From an optimization exercise on the open Yosys and OpenROAD flow, aimed at small area and a short achievable clock period; shortcuts taken in it are not production practice.
At most, simulation tests tie the RTL to the original design; equivalence was not proved.
Function not checked in run 1: the RTL went through the layout flow alone.
No activity file was given, so power comes from the tool's default toggle rates.

==> flow/design.v <==
package diffeq_pkg;
    localparam int unsigned DEFAULT_WIDTH = 16;
    localparam logic MODE_ADD = 1'b0;
    localparam logic MODE_SUB = 1'b1;
endpackage
module diffeq_fa (
    input  logic a, b, c,
    output logic s, co
);
    assign s  = a ^ b ^ c;
    assign co = (a & b) | (a & c) | (b & c);
endmodule
module diffeq_ha (
    input  logic a, b,
    output logic s, co
);
    assign s  = a ^ b;
    assign co = a & b;
endmodule
module diffeq_xnor (
    input  logic a, b,
    output logic y
);
    assign y = ~(a ^ b);
endmodule
module diffeq_bsel (
    input  logic one, two, neg, a1, a0,
    output logic pp
);
    assign pp = ((one & a1) | (two & a0)) ^ neg;
endmodule
module multiplier
#(
    parameter int unsigned IN_WIDTH = diffeq_pkg::DEFAULT_WIDTH
) (
    input  logic signed [IN_WIDTH-1:0] in1,
    input  logic signed [IN_WIDTH-1:0] in2,
    output logic signed [IN_WIDTH-1:0] out,
    output logic                       ovf
);
    logic [15:0] a, b;
    logic [15:0] x, y, p;
    logic [16:1] ta, tb;
    logic        fits17;
    logic [7:0]  one, two, neg;
    logic [16:-1] be;
    logic [17:-1] ae;
    logic [15:0] pp0;
    logic [13:0] pp1;
    logic [11:0] pp2;
    logic [9:0] pp3;
    logic [7:0] pp4;
    logic [5:0] pp5;
    logic [3:0] pp6;
    logic [1:0] pp7;
    logic s0;
    logic c0;
    logic s1;
    logic c1;
    logic s2;
    logic c2;
    logic s3;
    logic c3;
    logic s4;
    logic c4;
    logic s5;
    logic c5;
    logic s6;
    logic c6;
    logic s7;
    logic c7;
    logic s8;
    logic c8;
    logic s9;
    logic c9;
    logic s10;
    logic c10;
    logic s11;
    logic c11;
    logic s12;
    logic c12;
    logic s13;
    logic c13;
    logic s14;
    logic c14;
    logic s15;
    logic c15;
    logic s16;
    logic c16;
    logic s17;
    logic c17;
    logic s18;
    logic c18;
    logic s19;
    logic c19;
    logic s20;
    logic c20;
    logic s21;
    logic c21;
    logic s22;
    logic c22;
    logic s23;
    logic c23;
    logic s24;
    logic c24;
    logic s25;
    logic c25;
    logic s26;
    logic c26;
    logic s27;
    logic c27;
    logic s28;
    logic c28;
    logic s29;
    logic c29;
    logic s30;
    logic c30;
    logic s31;
    logic c31;
    logic s32;
    logic c32;
    logic s33;
    logic c33;
    logic s34;
    logic c34;
    logic s35;
    logic c35;
    logic s36;
    logic c36;
    logic s37;
    logic c37;
    logic s38;
    logic c38;
    logic s39;
    logic c39;
    logic s40;
    logic c40;
    logic s41;
    logic c41;
    logic s42;
    logic c42;
    logic s43;
    logic c43;
    logic s44;
    logic c44;
    logic s45;
    logic c45;
    logic s46;
    logic c46;
    logic s47;
    logic c47;
    logic s48;
    logic c48;
    logic s49;
    logic c49;
    logic s50;
    logic c50;
    logic s51;
    logic c51;
    logic s52;
    logic c52;
    logic s53;
    logic c53;
    logic s54;
    logic c54;
    logic s55;
    logic c55;
    assign a = in1;
    assign b = in2;
    assign be = {b[15], b, 1'b0};
    assign ae = {a[15], a[15], a, 1'b0};
    genvar i, j;
    for (i = 0; i < 8; i++) begin : g_booth
        assign one[i] = be[2*i] ^ be[2*i-1];
        assign two[i] = (be[2*i+1] & ~be[2*i] & ~be[2*i-1]) | (~be[2*i+1] & be[2*i] & be[2*i-1]);
        assign neg[i] = be[2*i+1];
    end
    for (j = 0; j < 16; j++) begin : g_row0
        diffeq_bsel u_sel (.one(one[0]), .two(two[0]), .neg(~neg[0]), .a1(ae[j]), .a0(ae[j-1]), .pp(pp0[j]));
    end
    for (j = 0; j < 14; j++) begin : g_row1
        diffeq_bsel u_sel (.one(one[1]), .two(two[1]), .neg(~neg[1]), .a1(ae[j]), .a0(ae[j-1]), .pp(pp1[j]));
    end
    for (j = 0; j < 12; j++) begin : g_row2
        diffeq_bsel u_sel (.one(one[2]), .two(two[2]), .neg(~neg[2]), .a1(ae[j]), .a0(ae[j-1]), .pp(pp2[j]));
    end
    for (j = 0; j < 10; j++) begin : g_row3
        diffeq_bsel u_sel (.one(one[3]), .two(two[3]), .neg(~neg[3]), .a1(ae[j]), .a0(ae[j-1]), .pp(pp3[j]));
    end
    for (j = 0; j < 8; j++) begin : g_row4
        diffeq_bsel u_sel (.one(one[4]), .two(two[4]), .neg(~neg[4]), .a1(ae[j]), .a0(ae[j-1]), .pp(pp4[j]));
    end
    for (j = 0; j < 6; j++) begin : g_row5
        diffeq_bsel u_sel (.one(one[5]), .two(two[5]), .neg(~neg[5]), .a1(ae[j]), .a0(ae[j-1]), .pp(pp5[j]));
    end
    for (j = 0; j < 4; j++) begin : g_row6
        diffeq_bsel u_sel (.one(one[6]), .two(two[6]), .neg(~neg[6]), .a1(ae[j]), .a0(ae[j-1]), .pp(pp6[j]));
    end
    for (j = 0; j < 2; j++) begin : g_row7
        diffeq_bsel u_sel (.one(one[7]), .two(two[7]), .neg(~neg[7]), .a1(ae[j]), .a0(ae[j-1]), .pp(pp7[j]));
    end
    diffeq_xnor u_hx1 (.a(~neg[5]), .b(pp0[10]), .y(s0));
    assign c0 = ~neg[5] | pp0[10];
    diffeq_xnor u_hx2 (.a(pp0[11]), .b(pp1[9]), .y(s1));
    assign c1 = pp0[11] | pp1[9];
    diffeq_fa u_fa3 (.a(~neg[6]), .b(pp0[12]), .c(pp1[10]), .s(s2), .co(c2));
    diffeq_xnor u_hx4 (.a(pp2[8]), .b(pp3[6]), .y(s3));
    assign c3 = pp2[8] | pp3[6];
    diffeq_fa u_fa5 (.a(pp0[13]), .b(pp1[11]), .c(pp2[9]), .s(s4), .co(c4));
    diffeq_xnor u_hx6 (.a(pp3[7]), .b(pp4[5]), .y(s5));
    assign c5 = pp3[7] | pp4[5];
    diffeq_fa u_fa7 (.a(~neg[7]), .b(pp0[14]), .c(pp1[12]), .s(s6), .co(c6));
    diffeq_fa u_fa8 (.a(pp2[10]), .b(pp3[8]), .c(pp4[6]), .s(s7), .co(c7));
    diffeq_xnor u_hx9 (.a(pp5[4]), .b(pp6[2]), .y(s8));
    assign c8 = pp5[4] | pp6[2];
    diffeq_fa u_fa10 (.a(pp0[15]), .b(pp1[13]), .c(pp2[11]), .s(s9), .co(c9));
    diffeq_fa u_fa11 (.a(pp3[9]), .b(pp4[7]), .c(pp5[5]), .s(s10), .co(c10));
    diffeq_xnor u_hx12 (.a(pp6[3]), .b(pp7[1]), .y(s11));
    assign c11 = pp6[3] | pp7[1];
    diffeq_xnor u_hx13 (.a(~neg[3]), .b(pp0[6]), .y(s12));
    assign c12 = ~neg[3] | pp0[6];
    diffeq_xnor u_hx14 (.a(pp0[7]), .b(pp1[5]), .y(s13));
    assign c13 = pp0[7] | pp1[5];
    diffeq_fa u_fa15 (.a(~neg[4]), .b(pp0[8]), .c(pp1[6]), .s(s14), .co(c14));
    diffeq_xnor u_hx16 (.a(pp2[4]), .b(pp3[2]), .y(s15));
    assign c15 = pp2[4] | pp3[2];
    diffeq_fa u_fa17 (.a(pp0[9]), .b(pp1[7]), .c(pp2[5]), .s(s16), .co(c16));
    diffeq_xnor u_hx18 (.a(pp3[3]), .b(pp4[1]), .y(s17));
    assign c17 = pp3[3] | pp4[1];
    diffeq_fa u_fa19 (.a(pp1[8]), .b(pp2[6]), .c(pp3[4]), .s(s18), .co(c18));
    diffeq_fa u_fa20 (.a(pp4[2]), .b(pp5[0]), .c(s0), .s(s19), .co(c19));
    diffeq_fa u_fa21 (.a(pp2[7]), .b(pp3[5]), .c(pp4[3]), .s(s20), .co(c20));
    diffeq_fa u_fa22 (.a(pp5[1]), .b(c0), .c(s1), .s(s21), .co(c21));
    diffeq_fa u_fa23 (.a(pp4[4]), .b(pp5[2]), .c(pp6[0]), .s(s22), .co(c22));
    diffeq_fa u_fa24 (.a(c1), .b(s3), .c(s2), .s(s23), .co(c23));
    diffeq_fa u_fa25 (.a(pp5[3]), .b(pp6[1]), .c(c3), .s(s24), .co(c24));
    diffeq_fa u_fa26 (.a(s5), .b(c2), .c(s4), .s(s25), .co(c25));
    diffeq_fa u_fa27 (.a(pp7[0]), .b(c5), .c(s8), .s(s26), .co(c26));
    diffeq_fa u_fa28 (.a(c4), .b(s6), .c(s7), .s(s27), .co(c27));
    diffeq_fa u_fa29 (.a(c8), .b(s11), .c(c6), .s(s28), .co(c28));
    diffeq_fa u_fa30 (.a(c7), .b(s9), .c(s10), .s(s29), .co(c29));
    diffeq_xnor u_hx31 (.a(~neg[2]), .b(pp0[4]), .y(s30));
    assign c30 = ~neg[2] | pp0[4];
    diffeq_xnor u_hx32 (.a(pp0[5]), .b(pp1[3]), .y(s31));
    assign c31 = pp0[5] | pp1[3];
    diffeq_fa u_fa33 (.a(pp1[4]), .b(pp2[2]), .c(pp3[0]), .s(s32), .co(c32));
    diffeq_fa u_fa34 (.a(pp2[3]), .b(pp3[1]), .c(c12), .s(s33), .co(c33));
    diffeq_fa u_fa35 (.a(pp4[0]), .b(c13), .c(s15), .s(s34), .co(c34));
    diffeq_fa u_fa36 (.a(c15), .b(s17), .c(c14), .s(s35), .co(c35));
    diffeq_fa u_fa37 (.a(c17), .b(c16), .c(s18), .s(s36), .co(c36));
    diffeq_fa u_fa38 (.a(c18), .b(s20), .c(c19), .s(s37), .co(c37));
    diffeq_fa u_fa39 (.a(c20), .b(s22), .c(c21), .s(s38), .co(c38));
    diffeq_fa u_fa40 (.a(c22), .b(s24), .c(c23), .s(s39), .co(c39));
    diffeq_fa u_fa41 (.a(c24), .b(s26), .c(c25), .s(s40), .co(c40));
    diffeq_fa u_fa42 (.a(c26), .b(c27), .c(s28), .s(s41), .co(c41));
    diffeq_xnor u_hx43 (.a(~neg[1]), .b(pp0[2]), .y(s42));
    assign c42 = ~neg[1] | pp0[2];
    diffeq_xnor u_hx44 (.a(pp0[3]), .b(pp1[1]), .y(s43));
    assign c43 = pp0[3] | pp1[1];
    diffeq_fa u_fa45 (.a(pp1[2]), .b(pp2[0]), .c(s30), .s(s44), .co(c44));
    diffeq_fa u_fa46 (.a(pp2[1]), .b(c30), .c(s31), .s(s45), .co(c45));
    diffeq_fa u_fa47 (.a(c31), .b(s12), .c(s32), .s(s46), .co(c46));
    diffeq_fa u_fa48 (.a(s13), .b(c32), .c(s33), .s(s47), .co(c47));
    diffeq_fa u_fa49 (.a(s14), .b(c33), .c(s34), .s(s48), .co(c48));
    diffeq_fa u_fa50 (.a(s16), .b(c34), .c(s35), .s(s49), .co(c49));
    diffeq_fa u_fa51 (.a(s19), .b(c35), .c(s36), .s(s50), .co(c50));
    diffeq_fa u_fa52 (.a(s21), .b(c36), .c(s37), .s(s51), .co(c51));
    diffeq_fa u_fa53 (.a(s23), .b(c37), .c(s38), .s(s52), .co(c52));
    diffeq_fa u_fa54 (.a(s25), .b(c38), .c(s39), .s(s53), .co(c53));
    diffeq_fa u_fa55 (.a(s27), .b(c39), .c(s40), .s(s54), .co(c54));
    diffeq_fa u_fa56 (.a(s29), .b(c40), .c(s41), .s(s55), .co(c55));
    assign x = {c54, c53, c52, c51, c50, c49, c48, c47, c46, c45, c44, c43, c42, s42, pp0[1], ~neg[0]};
    assign y = {s55, s54, s53, s52, s51, s50, s49, s48, s47, s46, s45, s44, s43, pp1[0], 1'b1, pp0[0]};
    assign p = ~(x + y + 16'd1);
    assign out = p[15:0];
    assign ta[16] = 1'b1;
    assign tb[16] = 1'b1;
    genvar k;
    for (k = 1; k < 16; k++) begin : g_fit
        assign ta[k] = ta[k+1] & (a[k-1] == a[15]);
        assign tb[k] = tb[k+1] & (b[k-1] == b[15]);
    end
    assign fits17 = ta[2] | tb[2] | (ta[3] & tb[15]) | (ta[4] & tb[14]) | (ta[5] & tb[13]) | (ta[6] & tb[12]) | (ta[7] & tb[11]) | (ta[8] & tb[10]) | (ta[9] & tb[9]) | (ta[10] & tb[8]) | (ta[11] & tb[7]) | (ta[12] & tb[6]) | (ta[13] & tb[5]) | (ta[14] & tb[4]) | (ta[15] & tb[3]);
    assign ovf = !fits17 || ((p == 16'd0) ? (a[15] & b[15]) : (p[15] ^ a[15] ^ b[15]));
endmodule
module adder_subtractor
#(
    parameter int unsigned WIDTH = diffeq_pkg::DEFAULT_WIDTH
) (
    input  logic signed [WIDTH-1:0] in1,
    input  logic signed [WIDTH-1:0] in2,
    input  logic                    mode,
    output logic signed [WIDTH-1:0] out,
    output logic                    ovf
);
    localparam int unsigned B1 = 6;
    localparam int unsigned B2 = 11;
    logic             sub;
    logic [WIDTH-1:0] a, b;
    logic [B1:0]      cl;
    logic [WIDTH-1:B1] s0, s1;
    logic [WIDTH:B1]   c0, c1;
    logic             cm;
    assign sub = (mode == diffeq_pkg::MODE_SUB);
    assign a   = in1;
    assign b   = in2 ^ {WIDTH{sub}};
    assign cl[0] = sub;
    for (genvar i = 0; i < B1; i++) begin : g_lo
        diffeq_fa u_fa (.a(a[i]), .b(b[i]), .c(cl[i]), .s(out[i]), .co(cl[i+1]));
    end
    for (genvar i = B1; i < WIDTH; i++) begin : g_hi
        if (i == B1 || i == B2) begin : g_first
            diffeq_ha   u_h0 (.a(a[i]), .b(b[i]), .s(s0[i]), .co(c0[i+1]));
            diffeq_xnor u_h1 (.a(a[i]), .b(b[i]), .y(s1[i]));
            assign c1[i+1] = a[i] | b[i];
        end else begin : g_rest
            diffeq_fa u_f0 (.a(a[i]), .b(b[i]), .c(c0[i]), .s(s0[i]), .co(c0[i+1]));
            diffeq_fa u_f1 (.a(a[i]), .b(b[i]), .c(c1[i]), .s(s1[i]), .co(c1[i+1]));
        end
    end
    assign c0[B1] = 1'b0;
    assign c1[B1] = 1'b1;
    assign cm            = cl[B1] ? c1[B2] : c0[B2];
    assign out[B2-1:B1]  = cl[B1] ? s1[B2-1:B1] : s0[B2-1:B1];
    assign out[WIDTH-1:B2] = cm ? s1[WIDTH-1:B2] : s0[WIDTH-1:B2];
    assign ovf = (a[WIDTH-1] == b[WIDTH-1]) && (out[WIDTH-1] != a[WIDTH-1]);
endmodule
module diffeq_fu_core
#(
    parameter int unsigned WIDTH = diffeq_pkg::DEFAULT_WIDTH
) (
    input  logic                    clk,
    input  logic                    reset,
    input  logic                    en,
    input  logic signed [WIDTH-1:0] v1,
    input  logic signed [WIDTH-1:0] v2,
    input  logic signed [WIDTH-1:0] v3,
    input  logic signed [WIDTH-1:0] v4,
    input  logic signed [WIDTH-1:0] v5,
    input  logic signed [WIDTH-1:0] v6,
    input  logic                    mode,
    output logic signed [WIDTH-1:0] w1,
    output logic signed [WIDTH-1:0] w2,
    output logic signed [WIDTH-1:0] w3,
    output logic signed [WIDTH-1:0] r1,
    output logic signed [WIDTH-1:0] r2,
    output logic signed [WIDTH-1:0] r3,
    output logic                    ovf1,
    output logic                    ovf2,
    output logic                    ovf3,
    output logic                    valid
);
    logic m1_ovf, m2_ovf, a1_ovf;
    logic signed [WIDTH-1:0] r1_d, r1_q;
    logic signed [WIDTH-1:0] r2_d, r2_q;
    logic signed [WIDTH-1:0] r3_d, r3_q;
    logic                    ovf1_d, ovf1_q;
    logic                    ovf2_d, ovf2_q;
    logic                    ovf3_d, ovf3_q;
    logic                    valid_d, valid_q;
    multiplier #(.IN_WIDTH(WIDTH)) u_m1 (
        .in1 (v1),
        .in2 (v2),
        .out (w1),
        .ovf (m1_ovf)
    );
    multiplier #(.IN_WIDTH(WIDTH)) u_m2 (
        .in1 (v3),
        .in2 (v4),
        .out (w2),
        .ovf (m2_ovf)
    );
    adder_subtractor #(.WIDTH(WIDTH)) u_a1 (
        .in1  (v5),
        .in2  (v6),
        .mode (mode),
        .out  (w3),
        .ovf  (a1_ovf)
    );
    always_comb begin
        r1_d    = r1_q;
        r2_d    = r2_q;
        r3_d    = r3_q;
        ovf1_d  = ovf1_q;
        ovf2_d  = ovf2_q;
        ovf3_d  = ovf3_q;
        valid_d = 1'b0;
        if (en) begin
            r1_d    = w1;
            r2_d    = w2;
            r3_d    = w3;
            ovf1_d  = m1_ovf;
            ovf2_d  = m2_ovf;
            ovf3_d  = a1_ovf;
            valid_d = 1'b1;
        end
    end
    always_ff @(posedge clk or posedge reset) begin
        if (reset) begin
            r1_q    <= '0;
            r2_q    <= '0;
            r3_q    <= '0;
            ovf1_q  <= 1'b0;
            ovf2_q  <= 1'b0;
            ovf3_q  <= 1'b0;
            valid_q <= 1'b0;
        end else begin
            r1_q    <= r1_d;
            r2_q    <= r2_d;
            r3_q    <= r3_d;
            ovf1_q  <= ovf1_d;
            ovf2_q  <= ovf2_d;
            ovf3_q  <= ovf3_d;
            valid_q <= valid_d;
        end
    end
    assign r1    = r1_q;
    assign r2    = r2_q;
    assign r3    = r3_q;
    assign ovf1  = ovf1_q;
    assign ovf2  = ovf2_q;
    assign ovf3  = ovf3_q;
    assign valid = valid_q;
endmodule
==> flow/flow/run.sh <==
#!/bin/bash
# The standard layout (standard.sh) with two changes:
#  - the port buffers are the smallest buffer cell, sky130_fd_sc_hd__buf_1;
#  - before floorplanning, flow/downsize.tcl gives each combinational cell its smallest
#    drive strength, so that timing repair upsizes only the cells that need it.
export BUFFER_PORTS_ARGS="-buffer_cell sky130_fd_sc_hd__buf_1"
export PRE_FLOORPLAN_TCL="$PWD/flow/downsize.tcl"
bash standard.sh > standard_run.log 2>&1
==> flow/flow/downsize.tcl <==
# Before floorplanning: give every combinational cell the smallest drive strength of its
# function; the timing repair later upsizes only the cells that need it.
set n 0
foreach inst [get_cells *] {
  set m [get_property $inst ref_name]
  if { ![regexp {^(sky130_fd_sc_hd__[a-z0-9]+)_([0-9]+)$} $m -> base sz] } { continue }
  if { [regexp {df|dl|sdf|edf|conb|fa$|ha$|tap|fill|decap|clkbuf|buf$|bufbuf|dly|clkinv} $base] } { continue }
  set best $m
  set best_area [get_property [get_lib_cells */$m] area]
  foreach alt [get_lib_cells */${base}_*] {
    set an [get_name $alt]
    if { ![regexp "^${base}_\[0-9\]+\$" $an] } { continue }
    if { [get_property $alt dont_use] } { continue }
    set a [get_property $alt area]
    if { $a < $best_area } { set best $an; set best_area $a }
  }
  if { $best ne $m } {
    replace_cell $inst $best
    incr n
  }
}
puts "downsize.tcl: resized $n instances to their smallest drive"
==> flow/standard.sh <==
#!/bin/bash
# synth_recipe.tcl (not shown) runs the flow's synth.tcl, then flattens the netlist and writes it again
# the make line also repeats each setting of config.mk as NAME=value (left out here)
make -C /OpenROAD-flow-scripts/flow DESIGN_CONFIG=/design/flow/config.mk WORK_HOME=/design/flow/orfs CLKGATE_MAP_FILE= SYNTH_SCRIPT=/design/flow/synth_recipe.tcl "${@:-finish}"
==> flow/config.mk <==
export PLATFORM = sky130hd
export DESIGN_NAME = diffeq_fu_core
export DESIGN_NICKNAME = diffeq_fu_core
export VERILOG_FILES = /design/flow/design.v
export SDC_FILE = /design/flow/constraint.sdc
export NUM_CORES = 4
export LEC_CHECK = 0
export CAP_MARGIN = 0
export CORE_MARGIN = 2
export CORE_UTILIZATION = 40
export SETUP_SLACK_MARGIN = 1.4
export SLEW_MARGIN = 0
export SYNTH_HIERARCHICAL = 1
export SYNTH_MINIMUM_KEEP_SIZE = 0
==> flow/constraint.sdc <==
create_clock -name core_clock -period 10.0 [get_ports {clk}]
set_input_delay 2.0000 -clock core_clock [delete_from_list [all_inputs] [get_ports {clk}]]
set_output_delay 2.0000 -clock core_clock [all_outputs]
set_load 0.01 [all_outputs]
==> flow_metrics.env, run 1 <==
export IMPL_max_freq_ghz=0.119
export IMPL_cts_root_buf="clkbuf_16"
export IMPL_relSlewSlack_pct=33.0
export IMPL_cp_required_ns=8.00
export IMPL_dieArea_sq_um=25900
export IMPL_syn_inst=1007
export IMPL_hold_path_cell_count=1
export IMPL_layout_drive_gt1_share_pct=9.78
export IMPL_globalRoute_totalOverflow=0
export IMPL_worst_ep_arrival_time_ns=6.40
export IMPL_placed_cell_area_sq_um=11000
export IMPL_r2r_start="r3_q[9]"
export IMPL_cts_hold_buffers=0
export IMPL_fin_cells=1572
export IMPL_h_tree_depth=2
export IMPL_p_per_area_nw_per_um2=372
export IMPL_cts_sinks=52
export IMPL_hp_start="r3_q[13]"
export IMPL_yosys_warnings=7
export IMPL_tritoncts="yes"
export IMPL_end_kind="output pin"
export IMPL_drv_cap=0
export IMPL_fill_cells=2346
export IMPL_grt_antenna_before_repair=1
export IMPL_wl_per_cell_um=17.8
export IMPL_setup_viol=0
export IMPL_initial_core_util_pct=40.7
export IMPL_worst_hold_path_endpoint="r3_q[13]"
export IMPL_final_cell_area_sq_um=11600
export IMPL_drt_first_pass_iters=8
export IMPL_cts_made_buffers=5
export IMPL_fin_setup_tns_ns=0
export IMPL_drv_slew=0
export IMPL_r2r_cells=1
export IMPL_max_stage_delay_ns=0.54
export IMPL_hold_viol_final=0
export IMPL_coreArea_sq_um=24200
export IMPL_portBuffers=199
export IMPL_crit_buf_inv=5
export IMPL_r2r_slack_ns=9.21
export IMPL_place_hpwl_mm=21.9
export IMPL_worst_skew_pair_late_latency_ns=0.29
export IMPL_routabilityCongestion=0.866
export IMPL_grt_pass1_vias=8342
export IMPL_num_vias=8591
export IMPL_io_pins=200
export IMPL_ant_nets=0
export IMPL_clock_path_buffers=2
export IMPL_crit_type="in2out"
export IMPL_clk_transition_reported_paths_ns=0.07
export IMPL_grt_max_degree=53
export IMPL_grt_use_total_pct=21.4
export IMPL_drc_errors=0
export IMPL_period_minus_slack_ns=8.40
export IMPL_cp_max_fo=8
export IMPL_outcome="timing/DRC/antenna clean"
export IMPL_p_leak_nw=4.17
export IMPL_worst_pin_slew_ns=1.01
export IMPL_vias_per_cell=5.47
export IMPL_fp_dieW_um=161
export IMPL_drt_iter0_markers=565
export IMPL_die_h_um=161
export IMPL_dp_cells=1539
export IMPL_hp_class="reg2reg"
export IMPL_ir_worst_vdd_uv=333
export IMPL_crit_reg2reg_capture="r3_q[9]"
export IMPL_cp_cell_sequence="buf_1, clkinvlp_4, nand3_1, o21ai_0, buf_4, a22oi_1, xnor2_1, fa_1, fa_1, fa_1, ha_1, or2_2, o31ai_1, a31oi_1, a21o_1, a21oi_1, xor2_1, inv_1, buf_1"
export IMPL_cp_top_family="adder cells"
export IMPL_grt_pass1_wl_mm=44.8
export IMPL_start_kind="primary input"
export IMPL_fin_crit_sh_pct=84.0
export IMPL_finalNetCount=1488
export IMPL_critPathSlowestCell="fa_1"
export IMPL_skew_ns=0
export IMPL_routed_wl_mm=28.0
export IMPL_row_count=57
export IMPL_rsz0062_at_grt="true"
export IMPL_path_common_cell="fa_1"
## worst max-delay path by stage
stage           from  slack [ns]  cells past startpoint      to
2_1_floorplan  v2[3]        1.71                     17  w1[15]
6_report       v2[9]        1.60                     19  w1[15]
3_5_place_dp   v2[5]        0.93                     19  w1[15]
5_1_grt        v2[3]        1.38                     21  w1[15]
3_3_place_gp   v2[5]        1.01                     19  w1[15]
4_1_cts        v2[3]        1.39                     17  w1[15]
## state kept, by name, summed over array words and instances, names as in the netlist
name / count
ovf3_q: 1
r2_q: 16
ovf2_q: 1
r3_q: 16
ovf1_q: 1
r1_q: 16
valid_q: 1
## timing repair
item                                    CTS  global route
setup buffers                             5            18
pin swaps                                 0             2
gates cloned                              0             1
endpoints found under the setup margin    6             9
resized for setup                        18            37
## layer usage
layer / vias to the layer above / routed length, um / GRT usage, %
met2: 286 / 13200 / 36.2
li1: 4098 / - / -
met3: 20 / 1650 / 2.13
met5: - / 0 / 0
met4: 0 / 389 / 4.34
met1: 4187 / 12800 / 30.0
## placed cells by master, fill, tap and decap left out, types with 29 or more instances in the layout
cell,instances
buf_4,38
nor2_1,29
mux2_1,51
xnor2_1,194
o21ai_0,33
ha_1,36
xor2_1,42
a21oi_1,30
fa_1,106
a22oi_1,144
buf_1,189
dfrtp_1,52
## area by class of cell
type                            count  area [sq um]  area share (%)
Clock buffer                        7           143            1.23
Tap cell                          324           405            3.50
Timing Repair Buffer              243          1140            9.83
Multi-Input combinational cell    911          8420            72.8
Antenna cell                        1          2.50          0.0216
Sequential cell                    52          1300            11.3
Clock inverter                      1          7.51          0.0649
Inverter                           33           150            1.30
## through the flow
stage	utilization (%)	worst slack, ns	power (W)	hold slack (ns)
detailed placement	45.5	0.929	0.00406	0.473
global placement	45.5	1.01	0.00400	0.466
finish	47.7	1.60	0.00430	0.484
global route	47.7	1.38	0.00474	0.499
floorplan	-	1.71	0.00287	0.529
CTS	46.5	1.39	0.00426	0.488
## power by group
| part | internal (W) | switching (W) |
|---|---|---|
| Sequential | 0.000319 | 0.0000402 |
| Combinational | 0.00151 | 0.00226 |
| Clock | 0.0000999 | 0.0000759 |
==> inputs of run 2 (changes only) <==
--- a/flow/design.v
+++ b/flow/design.v
@@ -294,21 +294,21 @@
     output logic                    ovf
 );
-    localparam int unsigned B1 = 6;
-    localparam int unsigned B2 = 11;
+    localparam int unsigned H = WIDTH / 2;
     logic             sub;
     logic [WIDTH-1:0] a, b;
-    logic [B1:0]      cl;
-    logic [WIDTH-1:B1] s0, s1;
-    logic [WIDTH:B1]   c0, c1;
-    logic             cm;
+    logic [H:0]       cl;
+    logic [WIDTH-1:H] s0, s1;
+    logic [WIDTH:H]   c0, c1;
     assign sub = (mode == diffeq_pkg::MODE_SUB);
     assign a   = in1;
     assign b   = in2 ^ {WIDTH{sub}};
     assign cl[0] = sub;
-    for (genvar i = 0; i < B1; i++) begin : g_lo
+    for (genvar i = 0; i < H; i++) begin : g_lo
         diffeq_fa u_fa (.a(a[i]), .b(b[i]), .c(cl[i]), .s(out[i]), .co(cl[i+1]));
     end
-    for (genvar i = B1; i < WIDTH; i++) begin : g_hi
-        if (i == B1 || i == B2) begin : g_first
+    assign c0[H] = 1'b0;
+    assign c1[H] = 1'b1;
+    for (genvar i = H; i < WIDTH; i++) begin : g_hi
+        if (i == H) begin : g_first
             diffeq_ha   u_h0 (.a(a[i]), .b(b[i]), .s(s0[i]), .co(c0[i+1]));
             diffeq_xnor u_h1 (.a(a[i]), .b(b[i]), .y(s1[i]));
@@ -319,9 +319,5 @@
         end
     end
-    assign c0[B1] = 1'b0;
-    assign c1[B1] = 1'b1;
-    assign cm            = cl[B1] ? c1[B2] : c0[B2];
-    assign out[B2-1:B1]  = cl[B1] ? s1[B2-1:B1] : s0[B2-1:B1];
-    assign out[WIDTH-1:B2] = cm ? s1[WIDTH-1:B2] : s0[WIDTH-1:B2];
+    assign out[WIDTH-1:H] = cl[H] ? s1 : s0;
     assign ovf = (a[WIDTH-1] == b[WIDTH-1]) && (out[WIDTH-1] != a[WIDTH-1]);
 endmodule
==> run 2 against run 1 <==
  * Register-to-register slack hardly changed
  * Critical path type unchanged
  * Via count is 0.92% lower
  * Maximum frequency is 0.51% higher
  * Largest cell class unchanged
  * Utilization is 0.81 points lower
  * Sequential power hardly changed
  * Largest power group unchanged
==> flow_metrics.env, run 2 <==
export IMPL_outcome="timing/DRC/antenna clean"
export IMPL_fp_dieW_um=161
export IMPL_max_stage_delay_ns=0.53
export IMPL_syn_inst=1001
export IMPL_dieArea_sq_um=25800
export IMPL_cts_root_buf="clkbuf_16"
export IMPL_clk_transition_reported_paths_ns=0.07
export IMPL_coreArea_sq_um=24200
export IMPL_end_kind="output pin"
export IMPL_critPathSlowestCell="fa_1"
export IMPL_crit_type="in2out"
export IMPL_drv_slew=0
export IMPL_clock_path_buffers=2
export IMPL_layout_drive_gt1_share_pct=8.73
export IMPL_hold_viol_final=0
export IMPL_final_common_cell="xnor2_1"
export IMPL_grt_pass1_vias=8437
export IMPL_finalNetCount=1466
export IMPL_yosys_warnings=7
export IMPL_drt_first_pass_iters=5
export IMPL_cp_max_fo=9
export IMPL_wl_per_cell_um=17.9
export IMPL_vias_per_cell=5.49
export IMPL_relSlewSlack_pct=30.5
export IMPL_worst_ep_arrival_time_ns=6.36
export IMPL_fin_setup_tns_ns=0
export IMPL_ant_nets=0
export IMPL_routed_wl_mm=27.7
export IMPL_p_leak_nw=4.05
export IMPL_rsz0062_at_grt="true"
export IMPL_period_minus_slack_ns=8.36
export IMPL_globalRoute_totalOverflow=0
export IMPL_die_h_um=161
export IMPL_p_per_area_nw_per_um2=366
export IMPL_r2r_slack_ns=9.21
export IMPL_row_count=57
export IMPL_routabilityCongestion=0.874
export IMPL_max_freq_ghz=0.120
export IMPL_drv_cap=0
export IMPL_num_vias=8512
export IMPL_hp_class="reg2reg"
export IMPL_cts_sinks=52
export IMPL_worst_skew_pair_late_latency_ns=0.30
export IMPL_cp_cell_sequence="buf_1, nand2b_1, o21ai_2, buf_4, a22oi_1, xnor2_1, or2_2, fa_1, fa_1, ha_1, and2_1, and4_1, a32oi_2, a31oi_1, a21o_1, a21oi_1, xor2_1, inv_1, buf_1"
export IMPL_h_tree_depth=2
export IMPL_hold_ws_ns=0.483
export IMPL_grt_pass1_wl_mm=44.5
export IMPL_cp_required_ns=8.00
export IMPL_drc_errors=0
export IMPL_drt_iter0_markers=601
export IMPL_initial_core_util_pct=40.6
export IMPL_fill_cells=2385
export IMPL_io_pins=200
export IMPL_grt_antenna_before_repair=1
export IMPL_layout_common_cells="193 x xnor2_1, 190 x buf_1, 144 x a22oi_1, 105 x fa_1, 52 x dfrtp_1"
export IMPL_skew_ns=0
export IMPL_portBuffers=199
export IMPL_start_kind="primary input"
export IMPL_cts_made_buffers=5
export IMPL_tritoncts="yes"
export IMPL_fin_crit_sh_pct=83.6
export IMPL_worst_pin_slew_ns=1.04
export IMPL_setup_viol=0
export IMPL_place_hpwl_mm=21.8
export IMPL_ir_worst_vdd_uv=387
export IMPL_grt_max_degree=53
export IMPL_cts_hold_buffers=0
export IMPL_largestRegisters="r1_q (16), r2_q (16), r3_q (16)"
export IMPL_grt_use_total_pct=21.3
run 2: worst paths after layout:
path,from,end,cells past startpoint
worst max-delay path,v2[2],w1[15],19
worst min-delay path,r3_q[4],r3_q[4],1
worst max register to register,r3_q[11],r3_q[11],1
worst min register to register,r3_q[4],r3_q[4],1
max in group asynchronous,reset,r2_q[3],3
min in group asynchronous,reset,r2_q[1],3
run 2: report_power, final:
group	internal, W	total (W)	switching (W)
clock network	0.0000913	0.000173	0.0000814
logic	0.00146	0.00362	0.00216
registers	0.000319	0.000358	0.0000393
total	0.00187	0.00415	0.00228
run 2: metrics by stage:
stage | setup WS (ns) | std cells | power (W) | util [%] | instance area [sq um]
CTS | 1.34 | 1544 | 0.00418 | 46.2 | 11200
global placement | 0.975 | 1530 | 0.00395 | 45.2 | 10900
global route | 1.34 | 1550 | 0.00460 | 46.9 | 11300
floorplan | 1.71 | 1015 | 0.00286 | - | 9860
detailed placement | 0.925 | 1530 | 0.00398 | 45.2 | 10900
finish | 1.64 | 1550 | 0.00415 | 46.9 | 11300
run 2: what timing repair did:
| item | in CTS | in global routing |
|---|---|---|
| gates resized for setup | 19 | 30 |
| setup endpoints to repair | 6 | 8 |
| buffers inserted | 7 | 5 |
| pin swaps | 0 | 3 |
run 2: worst max-delay path: cells and delay by family:
| family | cells | cell delay (ns) |
|---|---|---|
| xor gates and xnor gates | 2 | 0.42 |
| adders and majority gates | 3 | 1.27 |
| buffers and inverters | 4 | 0.62 |
| and+or+nand+nor | 4 | 0.90 |
| AOI/OAI and AO/OA | 6 | 1.15 |
run 2: layout make-up:
| type | instances | area, sq um | area share [%] |
|---|---|---|---|
| inverter | 34 | 154 | 1.36 |
| antenna | 1 | 2.50 | 0.0221 |
| tap | 324 | 405 | 3.58 |
| clock inverter | 2 | 12.5 | 0.110 |
| multi-input combinational | 904 | 8340 | 73.6 |
| clock buffer | 5 | 125 | 1.10 |
| timing repair buffer | 228 | 992 | 8.75 |
| sequential | 52 | 1300 | 11.5 |
run 2: metal layers:
metal	up-vias	share of wire (%)	GRT usage, %
met5	-	0	0
met4	0	1.0	3.69
met3	13	5.9	3.02
met2	280	46	35.0
met1	4181	47	30.3
li1	4038	-	-
==> inputs of run 3 (changes only) <==
--- a/flow/config.mk
+++ b/flow/config.mk
@@ -9,4 +9,5 @@
 export CORE_MARGIN = 2
 export CORE_UTILIZATION = 40
+export PLACE_DENSITY = 0.7
 export SETUP_SLACK_MARGIN = 1.4
 export SLEW_MARGIN = 0
==> run 3 against run 2 <==
  * Final cell count about the same
  * Synthesized cell count unchanged
  * Critical path depth shrank 5
  * Via count rose by 1.7%
  * Global-route usage is 0.18 points lower
  * Worst setup slack worse by 0.023 ns
  * Clock power increased by 13%
  * Final area rose by 0.75%
  * Highest routed layer unchanged
  * Non-clock buffer count rose by 1
  * Clock skew stayed put
  * Routed wire length shrank 1.1%
==> flow_metrics.env, run 3 <==
export IMPL_drt_first_pass_iters=5
export IMPL_cts_root_buf="clkbuf_16"
export IMPL_fin_setup_tns_ns=0
export IMPL_path_common_cell="fa_1"
export IMPL_globalRoute_totalOverflow=0
export IMPL_diodes=0
export IMPL_drv_cap=0
export IMPL_worst_ep_arrival_time_ns=6.38
export IMPL_cts_sinks=52
export IMPL_cts_made_buffers=5
export IMPL_routed_wl_mm=27.4
export IMPL_row_count=57
export IMPL_dp_cells=1527
export IMPL_drv_slew=0
export IMPL_fin_crit_sh_pct=83.8
export IMPL_placed_cell_area_sq_um=10900
export IMPL_num_vias=8659
export IMPL_fin_cells=1551
export IMPL_tritoncts="yes"
export IMPL_end_kind="output pin"
export IMPL_grt_pass1_vias=8531
export IMPL_max_freq_ghz=0.119
export IMPL_outcome="timing/DRC/antenna clean"
export IMPL_netSwitchingPower_w=0.00234
export IMPL_p_leak_nw=4.08
export IMPL_h_tree_depth=2
export IMPL_p_per_area_nw_per_um2=368
export IMPL_yosys_warnings=7
export IMPL_grt_pass1_wl_mm=44.2
export IMPL_clock_path_buffers=2
export IMPL_p_clk_share_pct=4.6
export IMPL_setup_viol=0
export IMPL_drc_errors=0
export IMPL_final_cell_area_sq_um=11400
export IMPL_fill_cells=2273
export IMPL_final_common_cell="xnor2_1"
export IMPL_grt_antenna_before_repair=0
export IMPL_coreArea_sq_um=24200
export IMPL_hp_class="reg2reg"
export IMPL_layout_drive_gt1_share_pct=9.37
export IMPL_crit_type="in2out"
export IMPL_ant_nets=0
export IMPL_finalNetCount=1467
export IMPL_max_stage_delay_ns=0.47
export IMPL_clk_transition_reported_paths_ns=0.07
export IMPL_place_hpwl_mm=21.2
export IMPL_cp_max_fo=17
export IMPL_wl_per_cell_um=17.7
export IMPL_skew_ns=0
export IMPL_grt_use_total_pct=21.1
export IMPL_portBuffers=199
export IMPL_syn_inst=1001
export IMPL_die_h_um=161
export IMPL_fin_ws_ns=1.62
export IMPL_grt_max_degree=53
export IMPL_fp_dieW_um=161
export IMPL_intPower_w=0.00187
export IMPL_routabilityCongestion=0.864
export IMPL_start_kind="primary input"
export IMPL_cts_hold_buffers=0
export IMPL_dp_slack_ns=0.658
export IMPL_seqPwrFrac_pct=8.5
export IMPL_layout_common_cells="193 x xnor2_1, 184 x buf_1, 144 x a22oi_1, 105 x fa_1, 52 x dfrtp_1"
export IMPL_period_minus_slack_ns=8.38
export IMPL_fin_total_pwr_w=0.00420
export IMPL_cp_required_ns=8.00
export IMPL_relSlewSlack_pct=34.4
export IMPL_switching_share_pct=55.6
export IMPL_largestRegisters="r1_q (16), r2_q (16), r3_q (16)"
export IMPL_p_comb_share_pct=86.9
export IMPL_hold_viol_final=0
export IMPL_ir_worst_vdd_uv=393
export IMPL_drt_iter0_markers=760
export IMPL_io_pins=200
export IMPL_worst_skew_pair_late_latency_ns=0.32
export IMPL_dieArea_sq_um=25800
export IMPL_initial_core_util_pct=40.6
export IMPL_cp_cell_sequence="buf_1, buf_6, xor2_1, fa_1, fa_1, fa_1, fa_1, fa_1, fa_1, fa_1, fa_2, mux2i_1, inv_1, buf_1"
export IMPL_rsz0062_at_grt="false"
export IMPL_vias_per_cell=5.58
export IMPL_worst_pin_slew_ns=0.984
export IMPL_critPathSlowestCell="fa_2"
## run 3: worst max-delay path, delay by kind of cell
kind       cells  cell delay, ns
fa+ha+maj      8            3.34
buf+inv        4            0.59
mux            1            0.30
xor+xnor       1            0.14
## run 3: power by group through the flow
stage | logic [W] | clock network (W) | registers, W
global placement | 0.00353 | 0 | 0.000358
detailed placement | 0.00360 | 0 | 0.000363
global route | 0.00404 | 0.000209 | 0.000370
floorplan | 0.00246 | 0 | 0.000402
CTS | 0.00363 | 0.000203 | 0.000358
finish | 0.00365 | 0.000195 | 0.000357
## run 3: worst paths after layout
kind / slack, ns / cells past startpoint / to / start
setup / recovery: 1.62 / 14 / w3[15] / mode
setup reg to reg: 9.19 / 1 / r2_q[12] / r2_q[12]
max in group asynchronous: 7.63 / 3 / r2_q[10] / reset
min in group asynchronous: 1.87 / 3 / r2_q[2] / reset
hold / removal: 0.48 / 1 / r2_q[4] / r2_q[4]
hold reg to reg: 0.48 / 1 / r2_q[4] / r2_q[4]
## run 3: metal layers
layer / track usage [%] / vias up / part of all wire [%]
li1: - / 4048 / -
met1: 29.0 / 4256 / 45
met2: 34.9 / 310 / 47
met3: 2.35 / 45 / 5.4
met4: 6.88 / 0 / 2.5
met5: 0 / - / 0
## run 3: stage by stage
step	hold slack, ns	util [%]
detailed placement	0.473	45.1
CTS	0.491	46.5
finish	0.485	47.2
global placement	0.466	45.1
global route	0.498	47.2
floorplan	0.529	-
## run 3: repair_timing
item                       4_1_cts  5_1_grt
buffers inserted                 8        8
pin swaps                        0        2
resized for setup               27       36
setup endpoints to repair       12       15
## run 3: area by class of cell
type,count,area (sq um),share of cell area (%)
Multi-Input combinational cell,904,8400,73.6
Sequential cell,52,1300,11.4
Timing Repair Buffer,229,1000,8.75
Tap cell,324,405,3.55
Inverter,34,158,1.38
Clock buffer,5,125,1.10
Clock inverter,3,28.8,0.252
==> inputs of run 4 (changes only) <==
--- a/flow/config.mk
+++ b/flow/config.mk
@@ -9,7 +9,7 @@
 export CORE_MARGIN = 2
 export CORE_UTILIZATION = 40
-export PLACE_DENSITY = 0.7
 export SETUP_SLACK_MARGIN = 1.4
 export SLEW_MARGIN = 0
 export SYNTH_HIERARCHICAL = 1
 export SYNTH_MINIMUM_KEEP_SIZE = 0
+export TNS_END_PERCENT = 0
==> run 4 against run 3 <==
  * Worst setup slack lost 0.071 ns
  * Die area did not move
  * Sequential share of layout area up 0.11 points
  * Final cell count fell by 0.19%
  * Clock power is 12% lower
  * Largest cell class unchanged
  * Critical endpoint is now w2[15]
  * Synthesized cell count is the same
  * Still clean on timing, DRC and antenna
  * Sequential power hardly changed
  * Global-route usage grew 0.18 points
  * Non-clock buffer count down 3
  * Routed wire length grew 0.78%
==> flow_metrics.env, run 4 <==
export IMPL_worst_skew_pair_late_latency_ns=0.30
export IMPL_initial_core_util_pct=40.6
export IMPL_netSwitchingPower_w=0.00228
export IMPL_grt_pass1_wl_mm=44.5
export IMPL_p_clk_share_pct=4.2
export IMPL_p_comb_share_pct=87.2
export IMPL_layout_common_cells="193 x xnor2_1, 190 x buf_1, 144 x a22oi_1, 105 x fa_1, 52 x dfrtp_1"
export IMPL_path_common_cell="fa_1"
export IMPL_r2r_cells=1
export IMPL_crit_type="in2out"
export IMPL_clk_transition_reported_paths_ns=0.07
export IMPL_worst_ep_arrival_time_ns=6.45
export IMPL_row_count=57
export IMPL_syn_inst=1001
export IMPL_dp_slack_ns=0.925
export IMPL_place_hpwl_mm=21.8
export IMPL_ant_nets=0
export IMPL_crit_buf_inv=3
export IMPL_drv_slew=0
export IMPL_cts_made_buffers=5
export IMPL_grt_pass1_vias=8437
export IMPL_layout_drive_gt1_share_pct=8.50
export IMPL_globalRoute_totalOverflow=0
export IMPL_grt_max_degree=53
export IMPL_drv_cap=0
export IMPL_drt_iter0_markers=741
export IMPL_max_stage_delay_ns=0.54
export IMPL_cp_max_fo=8
export IMPL_vias_per_cell=5.49
export IMPL_intPower_w=0.00187
export IMPL_routed_wl_mm=27.6
export IMPL_switching_share_pct=54.9
export IMPL_cts_sinks=52
export IMPL_max_freq_ghz=0.118
export IMPL_dp_cells=1530
export IMPL_fin_crit_sh_pct=84.5
export IMPL_hold_viol_final=0
export IMPL_routabilityCongestion=0.874
export IMPL_cp_cell_sequence="buf_1, nand2b_1, o21ai_1, a22oi_1, xnor2_1, fa_1, fa_1, fa_1, ha_1, or2_2, o31ai_1, a31oi_1, a21o_1, a21oi_1, xor2_1, inv_1, buf_1"
export IMPL_cp_top_family="adder cells"
export IMPL_portBuffers=199
export IMPL_drt_first_pass_iters=5
export IMPL_wl_per_cell_um=17.8
export IMPL_h_tree_depth=2
export IMPL_relSlewSlack_pct=30.3
export IMPL_period_minus_slack_ns=8.45
export IMPL_p_per_area_nw_per_um2=367
export IMPL_grt_use_total_pct=21.3
export IMPL_yosys_warnings=7
export IMPL_fin_setup_tns_ns=0
export IMPL_clock_path_buffers=2
export IMPL_tritoncts="yes"
export IMPL_num_vias=8505
export IMPL_final_cell_area_sq_um=11300
export IMPL_placed_cell_area_sq_um=10900
export IMPL_largestRegisters="r1_q (16), r2_q (16), r3_q (16)"
export IMPL_cts_root_buf="clkbuf_16"
export IMPL_dieArea_sq_um=25800
export IMPL_crit_path_end="w2[15]"
export IMPL_end_kind="output pin"
export IMPL_fin_cells=1548
export IMPL_cp_required_ns=8.00
export IMPL_die_h_um=161
export IMPL_worst_pin_slew_ns=1.05
export IMPL_cts_hold_buffers=0
export IMPL_start_kind="primary input"
export IMPL_hp_class="reg2reg"
export IMPL_skew_ns=0
export IMPL_finalNetCount=1464
export IMPL_post_route_util_pct=46.8
export IMPL_ir_worst_vdd_uv=387
export IMPL_seqPwrFrac_pct=8.6
export IMPL_fin_ws_ns=1.55
export IMPL_crit_cells=17
export IMPL_r2r_slack_ns=9.21
export IMPL_io_pins=200
export IMPL_grt_antenna_before_repair=1
export IMPL_fill_cells=2385
export IMPL_outcome="timing/DRC/antenna clean"
export IMPL_rsz0062_at_grt="true"
export IMPL_startpoint="v4[9]"
export IMPL_p_leak_nw=4.03
export IMPL_fp_dieW_um=161
export IMPL_final_common_cell="xnor2_1"
export IMPL_coreArea_sq_um=24200
export IMPL_critPathSlowestCell="fa_1"
export IMPL_crit_reg2reg_capture="r3_q[11]"
export IMPL_drc_errors=0
export IMPL_r2r_start="r3_q[11]"
export IMPL_setup_viol=0
-- run 4: timing repair --
action	CTS	global route
resized for setup	19	28
pin swaps	0	1
setup buffers	7	3
setup endpoints to repair	6	8
-- run 4: power by group through the flow --
stage	Combinational, W	Clock, W	Sequential, W
after floorplan	0.00246	0	0.000402
after global placement	0.00359	0	0.000358
after detailed placement	0.00362	0	0.000363
after CTS	0.00364	0.000180	0.000359
after global routing	0.00405	0.000186	0.000370
final	0.00362	0.000172	0.000358
-- run 4: stage by stage --
step | power (W) | hold WS, ns
after global placement | 0.00395 | 0.466
after global routing | 0.00460 | 0.500
final | 0.00415 | 0.483
after detailed placement | 0.00398 | 0.473
after CTS | 0.00418 | 0.489
after floorplan | 0.00286 | 0.529
-- run 4: metal layers --
metal | up-vias | track usage (%) | wire length (um)
li1 | 4040 | - | -
met1 | 4162 | 30.3 | 13000
met2 | 290 | 35.0 | 12700
met3 | 13 | 3.02 | 1690
met4 | 0 | 3.69 | 278
met5 | - | 0 | 0
-- run 4: layout make-up --
| type | instances | area, sq um | area share [%] |
|---|---|---|---|
| Clock inverter | 2 | 12.5 | 0.111 |
| Inverter | 34 | 154 | 1.36 |
| Timing Repair Buffer | 226 | 973 | 8.60 |
| Tap cell | 324 | 405 | 3.58 |
| Antenna cell | 1 | 2.50 | 0.0221 |
| Sequential cell | 52 | 1300 | 11.5 |
| Clock buffer | 5 | 125 | 1.11 |
| Multi-Input combinational cell | 904 | 8340 | 73.7 |
-- run 4: worst min path at each step --
stage               startpoint       end  slack, ns  cells after the start
CTS                   r2_q[10]  r2_q[10]       0.49                      1
detailed placement    r2_q[10]  r2_q[10]       0.47                      1
finish                 r3_q[4]   r3_q[4]       0.48                      1
global route          r3_q[10]  r3_q[10]       0.50                      1
floorplan               ovf1_q    ovf1_q       0.53                      1
global placement       r2_q[1]   r2_q[1]       0.47                      1
==> inputs of run 5 (changes only) <==
--- a/flow/config.mk
+++ b/flow/config.mk
@@ -13,3 +13,3 @@
 export SYNTH_HIERARCHICAL = 1
 export SYNTH_MINIMUM_KEEP_SIZE = 0
-export TNS_END_PERCENT = 0
+export TNS_END_PERCENT = 20
==> run 5 against run 4 <==
  * Clock power barely moved
  * Utilization did not move
  * Non-clock buffer count did not move
  * Worst hold slack did not move
  * Via count did not move
  * Power did not move
  * Clock skew did not move
  * Worst setup slack did not move
  * Largest power group unchanged
  * Highest routed layer unchanged
==> flow_metrics.env, run 5 <==
export IMPL_io_pins=200
export IMPL_grt_antenna_before_repair=1
export IMPL_finalNetCount=1464
export IMPL_initial_core_util_pct=40.6
export IMPL_drv_slew=0
export IMPL_cp_required_ns=8.00
export IMPL_worst_ep_arrival_time_ns=6.45
export IMPL_grt_use_total_pct=21.3
export IMPL_end_kind="output pin"
export IMPL_die_h_um=161
export IMPL_routed_wl_mm=27.6
export IMPL_fp_dieW_um=161
export IMPL_crit_buf_inv=3
export IMPL_drv_cap=0
export IMPL_switching_share_pct=54.9
export IMPL_p_clk_share_pct=4.2
export IMPL_vias_per_cell=5.49
export IMPL_p_leak_nw=4.03
export IMPL_skew_ns=0
export IMPL_period_minus_slack_ns=8.45
export IMPL_portBuffers=199
export IMPL_netSwitchingPower_w=0.00228
export IMPL_cp_max_fo=8
export IMPL_place_hpwl_mm=21.8
export IMPL_fin_total_pwr_w=0.00415
export IMPL_syn_inst=1001
export IMPL_grtUsageMet1_pct=30.3
export IMPL_row_count=57
export IMPL_hold_viol_final=0
export IMPL_critPathSlowestCell="fa_1"
export IMPL_met2_usage_pct=35.0
export IMPL_layout_drive_gt1_share_pct=8.50
export IMPL_start_kind="primary input"
export IMPL_max_stage_delay_ns=0.54
export IMPL_p_comb_share_pct=87.2
export IMPL_grtUsageMet3_pct=3.02
export IMPL_wl_per_cell_um=17.8
export IMPL_fin_crit_sh_pct=84.5
export IMPL_seqPwrFrac_pct=8.6
export IMPL_max_freq_ghz=0.118
export IMPL_cts_hold_buffers=0
export IMPL_clk_transition_reported_paths_ns=0.07
export IMPL_num_vias=8505
export IMPL_routabilityCongestion=0.874
export IMPL_worst_skew_pair_late_latency_ns=0.30
export IMPL_cts_sinks=52
export IMPL_cts_made_buffers=5
export IMPL_outcome="timing/DRC/antenna clean"
export IMPL_clock_path_buffers=2
export IMPL_fill_cells=2385
export IMPL_cts_root_buf="clkbuf_16"
export IMPL_cp_cell_sequence="buf_1, nand2b_1, o21ai_1, a22oi_1, xnor2_1, fa_1, fa_1, fa_1, ha_1, or2_2, o31ai_1, a31oi_1, a21o_1, a21oi_1, xor2_1, inv_1, buf_1"
export IMPL_yosys_warnings=7
export IMPL_ant_nets=0
export IMPL_p_per_area_nw_per_um2=367
export IMPL_hp_class="reg2reg"
export IMPL_drt_first_pass_iters=5
export IMPL_rsz0062_at_grt="true"
export IMPL_layout_common_cells="193 x xnor2_1, 190 x buf_1, 144 x a22oi_1, 105 x fa_1, 52 x dfrtp_1"
export IMPL_grt_max_degree=53
export IMPL_largestRegisters="r1_q (16), r2_q (16), r3_q (16)"
export IMPL_top_usage_layer="met2"
export IMPL_h_tree_depth=2
export IMPL_worst_pin_slew_ns=1.05
export IMPL_fin_setup_tns_ns=0
export IMPL_setup_viol=0
export IMPL_grt_pass1_vias=8437
export IMPL_drt_iter0_markers=741
export IMPL_ir_worst_vdd_uv=387
export IMPL_final_common_cell="xnor2_1"
export IMPL_tritoncts="yes"
export IMPL_intPower_w=0.00187
export IMPL_drc_errors=0
export IMPL_coreArea_sq_um=24200
export IMPL_dieArea_sq_um=25800
export IMPL_hold_ws_ns=0.483
export IMPL_globalRoute_totalOverflow=0
export IMPL_relSlewSlack_pct=30.3
export IMPL_cp_top_family="adder cells"
export IMPL_crit_type="in2out"
export IMPL_path_common_cell="fa_1"
export IMPL_grt_pass1_wl_mm=44.5
[run 5: cell counts in the layout (fill, tap and decap cells not counted)]
No cell type changed its count.
[run 5: area by class of cell]
type	instances	area, sq um	area share (%)
well taps	324	405	3.58
flip-flops and latches	52	1300	11.5
inverters	34	154	1.36
clock inverters	2	12.5	0.111
repair buffers	226	973	8.60
clock buffers	5	125	1.11
diodes	1	2.50	0.0221
multi-input cells	904	8340	73.7
[run 5: power by group through the flow]
| stage | clock, W | combinational (W) | sequential, W |
|---|---|---|---|
| 2_1_floorplan | 0 | 0.00246 | 0.000402 |
| 3_3_place_gp | 0 | 0.00359 | 0.000358 |
| 3_5_place_dp | 0 | 0.00362 | 0.000363 |
| 4_1_cts | 0.000180 | 0.00364 | 0.000359 |
| 5_1_grt | 0.000186 | 0.00405 | 0.000370 |
| 6_report | 0.000172 | 0.00362 | 0.000358 |
[run 5: layer usage]
layer / share of wire, % / vias up
met5: 0 / -
met4: 1.0 / 0
met3: 6.1 / 13
met2: 46 / 290
met1: 47 / 4162
li1: - / 4040
[run 5: final timing paths]
path                                from  endpoint  slack [ns]  depth (start not counted)
worst max-delay path               v4[9]    w2[15]        1.55                         17
worst max register to register  r3_q[11]  r3_q[11]        9.21                          1
max in group asynchronous          reset   r2_q[3]        7.65                          3
worst min-delay path             r3_q[4]   r3_q[4]        0.48                          1
min in group asynchronous          reset   r2_q[1]        1.86                          3
worst min register to register   r3_q[4]   r3_q[4]        0.48                          1
[run 5: repair_timing]
action                                 in CTS  in global routing
endpoints found under the hold margin       0                  0
resized for setup                          19                 28
pin swaps                                   0                  1
setup buffers                               7                  3
setup endpoints to repair                   6                  8
[run 5: stage by stage]
step                utilization (%)  instances  cell area (sq um)  worst slack [ns]
finish                         46.8       1548              11300              1.55
global route                   46.8       1548              11300              1.34
CTS                            46.2       1544              11200              1.34
detailed placement             45.2       1530              10900             0.925
global placement               45.2       1530              10900             0.975
floorplan                         -       1015               9860              1.71
==> inputs of run 6 (changes only) <==
--- a/flow/config.mk
+++ b/flow/config.mk
@@ -9,7 +9,7 @@
 export CORE_MARGIN = 2
 export CORE_UTILIZATION = 40
+export GPL_ROUTABILITY_DRIVEN = 0
 export SETUP_SLACK_MARGIN = 1.4
 export SLEW_MARGIN = 0
 export SYNTH_HIERARCHICAL = 1
 export SYNTH_MINIMUM_KEEP_SIZE = 0
-export TNS_END_PERCENT = 20
==> run 6 against run 5 <==
  * Clock skew stayed put
  * Final area is 0.20% higher
  * First-iteration DRC count is 19% lower
  * Die area stayed put
  * Final cell count is 0.13% higher
  * Critical endpoint is now w1[15]
  * Largest power group unchanged
==> flow_metrics.env, run 6 <==
export IMPL_outcome="timing/DRC/antenna clean"
export IMPL_regArea_sq_um=1300
export IMPL_worst_ep_arrival_time_ns=6.36
export IMPL_routed_wl_mm=27.7
export IMPL_portBuffers=199
export IMPL_worst_pin_slew_ns=1.04
export IMPL_cts_made_buffers=5
export IMPL_wl_per_cell_um=17.9
export IMPL_relSlewSlack_pct=30.5
export IMPL_num_vias=8512
export IMPL_layout_drive_gt1_share_pct=8.73
export IMPL_tritoncts="yes"
export IMPL_largestRegisters="r1_q (16), r2_q (16), r3_q (16)"
export IMPL_fp_dieW_um=161
export IMPL_drv_cap=0
export IMPL_drc_errors=0
export IMPL_die_h_um=161
export IMPL_cts_sinks=52
export IMPL_dieArea_sq_um=25800
export IMPL_cts_root_buf="clkbuf_16"
export IMPL_multiInputGateArea_sq_um=8340
export IMPL_placed_cell_area_sq_um=10900
export IMPL_ir_worst_vdd_uv=387
export IMPL_ant_nets=0
export IMPL_drt_met1_wl_mm=13.1
export IMPL_grt_antenna_before_repair=1
export IMPL_h_tree_depth=2
export IMPL_row_count=57
export IMPL_hold_viol_final=0
export IMPL_grt_max_degree=53
export IMPL_grt_use_total_pct=21.3
export IMPL_drt_iter0_markers=601
export IMPL_end_kind="output pin"
export IMPL_worst_skew_pair_late_latency_ns=0.30
export IMPL_yosys_warnings=7
export IMPL_crit_type="in2out"
export IMPL_cp_required_ns=8.00
export IMPL_cp_max_fo=9
export IMPL_final_common_cell="xnor2_1"
export IMPL_clk_transition_reported_paths_ns=0.07
export IMPL_met2RoutedLength_mm=12.7
export IMPL_fill_cells=2385
export IMPL_drt_first_pass_iters=5
export IMPL_finalNetCount=1466
export IMPL_fin_setup_tns_ns=0
export IMPL_layout_common_cells="193 x xnor2_1, 190 x buf_1, 144 x a22oi_1, 105 x fa_1, 52 x dfrtp_1"
export IMPL_start_kind="primary input"
export IMPL_p_per_area_nw_per_um2=366
export IMPL_globalRoute_totalOverflow=0
export IMPL_clock_path_buffers=2
export IMPL_syn_inst=1001
export IMPL_max_freq_ghz=0.120
export IMPL_top_layer_used="met4"
export IMPL_rsz0062_at_grt="true"
export IMPL_skew_ns=0
export IMPL_initial_core_util_pct=40.6
export IMPL_hp_class="reg2reg"
export IMPL_place_hpwl_mm=21.8
export IMPL_vias_per_cell=5.49
export IMPL_io_pins=200
export IMPL_grt_pass1_wl_mm=44.5
export IMPL_p_leak_nw=4.05
export IMPL_coreArea_sq_um=24200
export IMPL_period_minus_slack_ns=8.36
export IMPL_grt_pass1_vias=8437
export IMPL_drv_slew=0
export IMPL_fin_crit_sh_pct=83.6
export IMPL_wl_met3_mm=1.63
export IMPL_final_cell_area_sq_um=11300
export IMPL_setup_viol=0
-- run 6: changes by cell type in the layout (fill, tap and decap cells not counted) --
| cell | change |
|---|---|
| o21ai_2 | +1 |
| o21ai_1 | -1 |
| buf_6 | +1 |
| buf_4 | +1 |
-- run 6: final cells by class --
type	count	share of cell area, %
well taps	324	3.58
clock inverters	2	0.110
flip-flops and latches	52	11.5
diodes	1	0.0221
clock buffers	5	1.10
inverters	34	1.36
multi-input cells	904	73.6
repair buffers	228	8.75
-- run 6: worst paths after layout --
check | slack (ns) | endpoint | from | cells after the start
setup / recovery | 1.64 | w1[15] | v2[2] | 19
hold / removal | 0.48 | r3_q[4] | r3_q[4] | 1
setup reg to reg | 9.21 | r3_q[11] | r3_q[11] | 1
hold reg to reg | 0.48 | r3_q[4] | r3_q[4] | 1
max in group asynchronous | 7.65 | r2_q[3] | reset | 3
min in group asynchronous | 1.86 | r2_q[1] | reset | 3
-- run 6: per-layer routing --
metal	track usage (%)	up-vias
li1	-	4038
met1	30.3	4181
met2	35.0	280
met3	3.02	13
met4	3.69	0
met5	0	-
-- run 6: what timing repair did --
action / in CTS / in global routing
pin swaps: 0 / 3
setup buffers: 7 / 5
gates resized for setup: 19 / 30
setup endpoints to repair: 6 / 8
hold buffers: 0 / 0
-- run 6: critical path: stages --
cell      delay, ns
buf_1          0.16
nand2b_1       0.19
o21ai_2        0.27
buf_4          0.23
a22oi_1        0.09
xnor2_1        0.20
or2_2          0.32
fa_1           0.53
fa_1           0.41
ha_1           0.33
and2_1         0.18
and4_1         0.21
a32oi_2        0.26
a31oi_1        0.15
a21o_1         0.20
a21oi_1        0.18
xor2_1         0.22
inv_1          0.08
buf_1          0.15
-- run 6: through the flow --
stage               worst slack, ns  hold slack [ns]  total power (W)  utilization (%)  cells
CTS                            1.34            0.489          0.00418             46.2   1544
detailed placement            0.925            0.473          0.00398             45.2   1530
floorplan                      1.71            0.529          0.00286                -   1015
global route                   1.34            0.500          0.00460             46.9   1550
global placement              0.975            0.466          0.00395             45.2   1530
finish                         1.64            0.483          0.00415             46.9   1550
-- run 6: power by group --
part	switching [W]	internal, W
registers	0.0000393	0.000319
clock network	0.0000814	0.0000913
logic	0.00216	0.00146
total	0.00228	0.00187
==> inputs of run 7 (changes only) <==
--- a/flow/config.mk
+++ b/flow/config.mk
@@ -8,6 +8,5 @@
 export CAP_MARGIN = 0
 export CORE_MARGIN = 2
-export CORE_UTILIZATION = 40
-export GPL_ROUTABILITY_DRIVEN = 0
+export CORE_UTILIZATION = 50
 export SETUP_SLACK_MARGIN = 1.4
 export SLEW_MARGIN = 0
==> run 7 against run 6 <==
  * Critical endpoint is now w2[15]
  * Register-to-register slack worse by 0.05 ns
  * Sequential share of layout area hardly changed
  * Utilization is 12 points higher
  * Largest power group unchanged
  * Clock power is 24% higher
  * Synthesized cell count stayed put
  * Worst setup slack better by 0.028 ns
==> flow_metrics.env, run 7 <==
export IMPL_place_hpwl_mm=21.2
export IMPL_largestRegisters="r1_q (16), r2_q (16), r3_q (16)"
export IMPL_fin_crit_sh_pct=83.3
export IMPL_cts_hold_buffers=0
export IMPL_start_kind="primary input"
export IMPL_yosys_warnings=7
export IMPL_cp_required_ns=8.00
export IMPL_globalRoute_totalOverflow=0
export IMPL_grt_max_degree=53
export IMPL_ir_worst_vdd_uv=271
export IMPL_ant_nets=0
export IMPL_worst_ep_arrival_time_ns=6.33
export IMPL_period_minus_slack_ns=8.33
export IMPL_initial_core_util_pct=50.7
export IMPL_end_kind="output pin"
export IMPL_routabilityCongestion=0.885
export IMPL_tritoncts="yes"
export IMPL_relSlewSlack_pct=31.1
export IMPL_diodes=0
export IMPL_final_common_cell="xnor2_1"
export IMPL_num_vias=8495
export IMPL_skew_ns=0
export IMPL_max_freq_ghz=0.120
export IMPL_p_per_area_nw_per_um2=370
export IMPL_drc_errors=0
export IMPL_p_leak_nw=4.10
export IMPL_clk_transition_reported_paths_ns=0.06
export IMPL_crit_type="in2out"
export IMPL_layout_drive_gt1_share_pct=9.29
export IMPL_routed_wl_mm=26.9
export IMPL_outcome="timing/DRC/antenna clean"
export IMPL_cts_root_buf="clkbuf_16"
export IMPL_drv_slew=0
export IMPL_io_pins=200
export IMPL_worst_pin_slew_ns=1.03
export IMPL_syn_inst=1001
export IMPL_fill_cells=1771
export IMPL_cts_sinks=52
export IMPL_drt_iter0_markers=532
export IMPL_setup_viol=0
export IMPL_fin_setup_tns_ns=0
export IMPL_die_h_um=144
export IMPL_portBuffers=199
export IMPL_row_count=51
export IMPL_grt_antenna_before_repair=0
export IMPL_dieArea_sq_um=20800
export IMPL_grt_pass1_vias=7752
export IMPL_drv_cap=0
export IMPL_cp_max_fo=17
export IMPL_grt_pass1_wl_mm=41.0
export IMPL_vias_per_cell=5.69
export IMPL_h_tree_depth=2
export IMPL_fin_total_pwr_w=0.00421
export IMPL_layout_common_cells="193 x xnor2_1, 188 x buf_1, 143 x a22oi_1, 105 x fa_1, 52 x dfrtp_1"
export IMPL_coreArea_sq_um=19300
export IMPL_drt_first_pass_iters=5
export IMPL_rsz0062_at_grt="true"
export IMPL_cts_made_buffers=5
export IMPL_hold_viol_final=0
export IMPL_fp_dieW_um=144
export IMPL_clock_path_buffers=2
export IMPL_finalNetCount=1468
export IMPL_wl_per_cell_um=18.0
export IMPL_grt_use_total_pct=25.0
export IMPL_hp_class="reg2reg"
export IMPL_worst_skew_pair_late_latency_ns=0.28
run 7: path summary, 6_finish.rpt:
path	end	depth (start not counted)	from	slack, ns
max	w2[15]	21	v4[3]	1.67
min	r1_q[8]	1	r1_q[8]	0.48
max reg2reg	r3_q[2]	1	r3_q[2]	9.16
min reg2reg	r1_q[8]	1	r1_q[8]	0.48
max in group asynchronous	r2_q[10]	3	reset	7.69
min in group asynchronous	r3_q[15]	3	reset	1.87
run 7: final cells by class:
class | count | area (sq um) | share of cell area (%)
Clock buffer | 5 | 125 | 1.10
Clock inverter | 2 | 60.1 | 0.528
Inverter | 34 | 154 | 1.35
Multi-Input combinational cell | 904 | 8390 | 73.7
Sequential cell | 52 | 1300 | 11.4
Tap cell | 265 | 332 | 2.91
Timing Repair Buffer | 230 | 1020 | 8.95
run 7: what timing repair did:
action	CTS	global route
pin swaps	0	5
resized for setup	22	40
buffers inserted	7	7
gates cloned	0	1
endpoints found under the setup margin	9	6
run 7: where the power goes:
group          internal (W)  leakage [nW]  switching, W
combinational       0.00149          3.40       0.00215
sequential         0.000319         0.604     0.0000378
clock              0.000142        0.0899     0.0000733
total               0.00195          4.10       0.00226
run 7: metrics by stage:
stage,instances,hold slack (ns),setup WS [ns],area [sq um],util (%)
2_1_floorplan,1015,0.529,1.71,9860,-
6_report,1492,0.479,1.67,11400,58.8
3_3_place_gp,1470,0.466,1.02,10900,56.2
3_5_place_dp,1470,0.473,0.934,10900,56.2
4_1_cts,1484,0.487,1.41,11100,57.7
5_1_grt,1492,0.503,1.38,11400,58.8
run 7: metal layers:
metal	track usage (%)	wire length (um)
met2	39.3	12100
met4	5.42	352
met5	0	0
met3	3.44	1870
met1	36.7	12600
run 7: critical path, stage by stage:
cell and delay (ns):
clkbuf_4 0.20, inv_1 0.12, buf_12 0.18, nand3_1 0.10
o21ai_2 0.09, buf_4 0.18, a22oi_2 0.06, xnor2_1 0.20
or2_2 0.32, fa_1 0.53, fa_1 0.41, ha_1 0.33
and2_1 0.18, and4_1 0.22, a32oi_2 0.27, a31oi_2 0.14
a21o_1 0.21, a21oi_2 0.14, xor2_1 0.21, inv_1 0.09
buf_1 0.13

re-timing with driven ports:
How much do the figures lean on ideal ports? The routed layouts below were timed once more, with nothing changed but the port constraints. Step 1: set_driving_cell puts a clkbuf_16 on clk and a buf_2 on each other input, an assumption about the parent block. Step 2, shift: input delay + t, output delay - t, t = (earliest + latest rising clock arrival at the registers) / 2. This alone moves slack from input paths to output paths. a / b / c = ideal / step 1 / step 2; a / b = the first two.
run	t (ns)	setup slack, ns	slew at the worst register clock pin (ns)
run 1	0.330	1.598 / 1.576 / 1.576	0.07 / 0.07
run 2	0.329	1.641 / 1.584 / 1.584	0.09 / 0.09
run 3	0.355	1.618 / 1.596 / 1.596	0.09 / 0.09
run 4	0.329	1.547 / 1.523 / 1.523	0.09 / 0.09
run 5	0.329	1.547 / 1.523 / 1.523	0.09 / 0.09
run 6	0.329	1.641 / 1.584 / 1.584	0.09 / 0.09
run 7	0.325	1.669 / 1.645 / 1.645	0.07 / 0.07
After both steps every run listed still meets setup and hold.
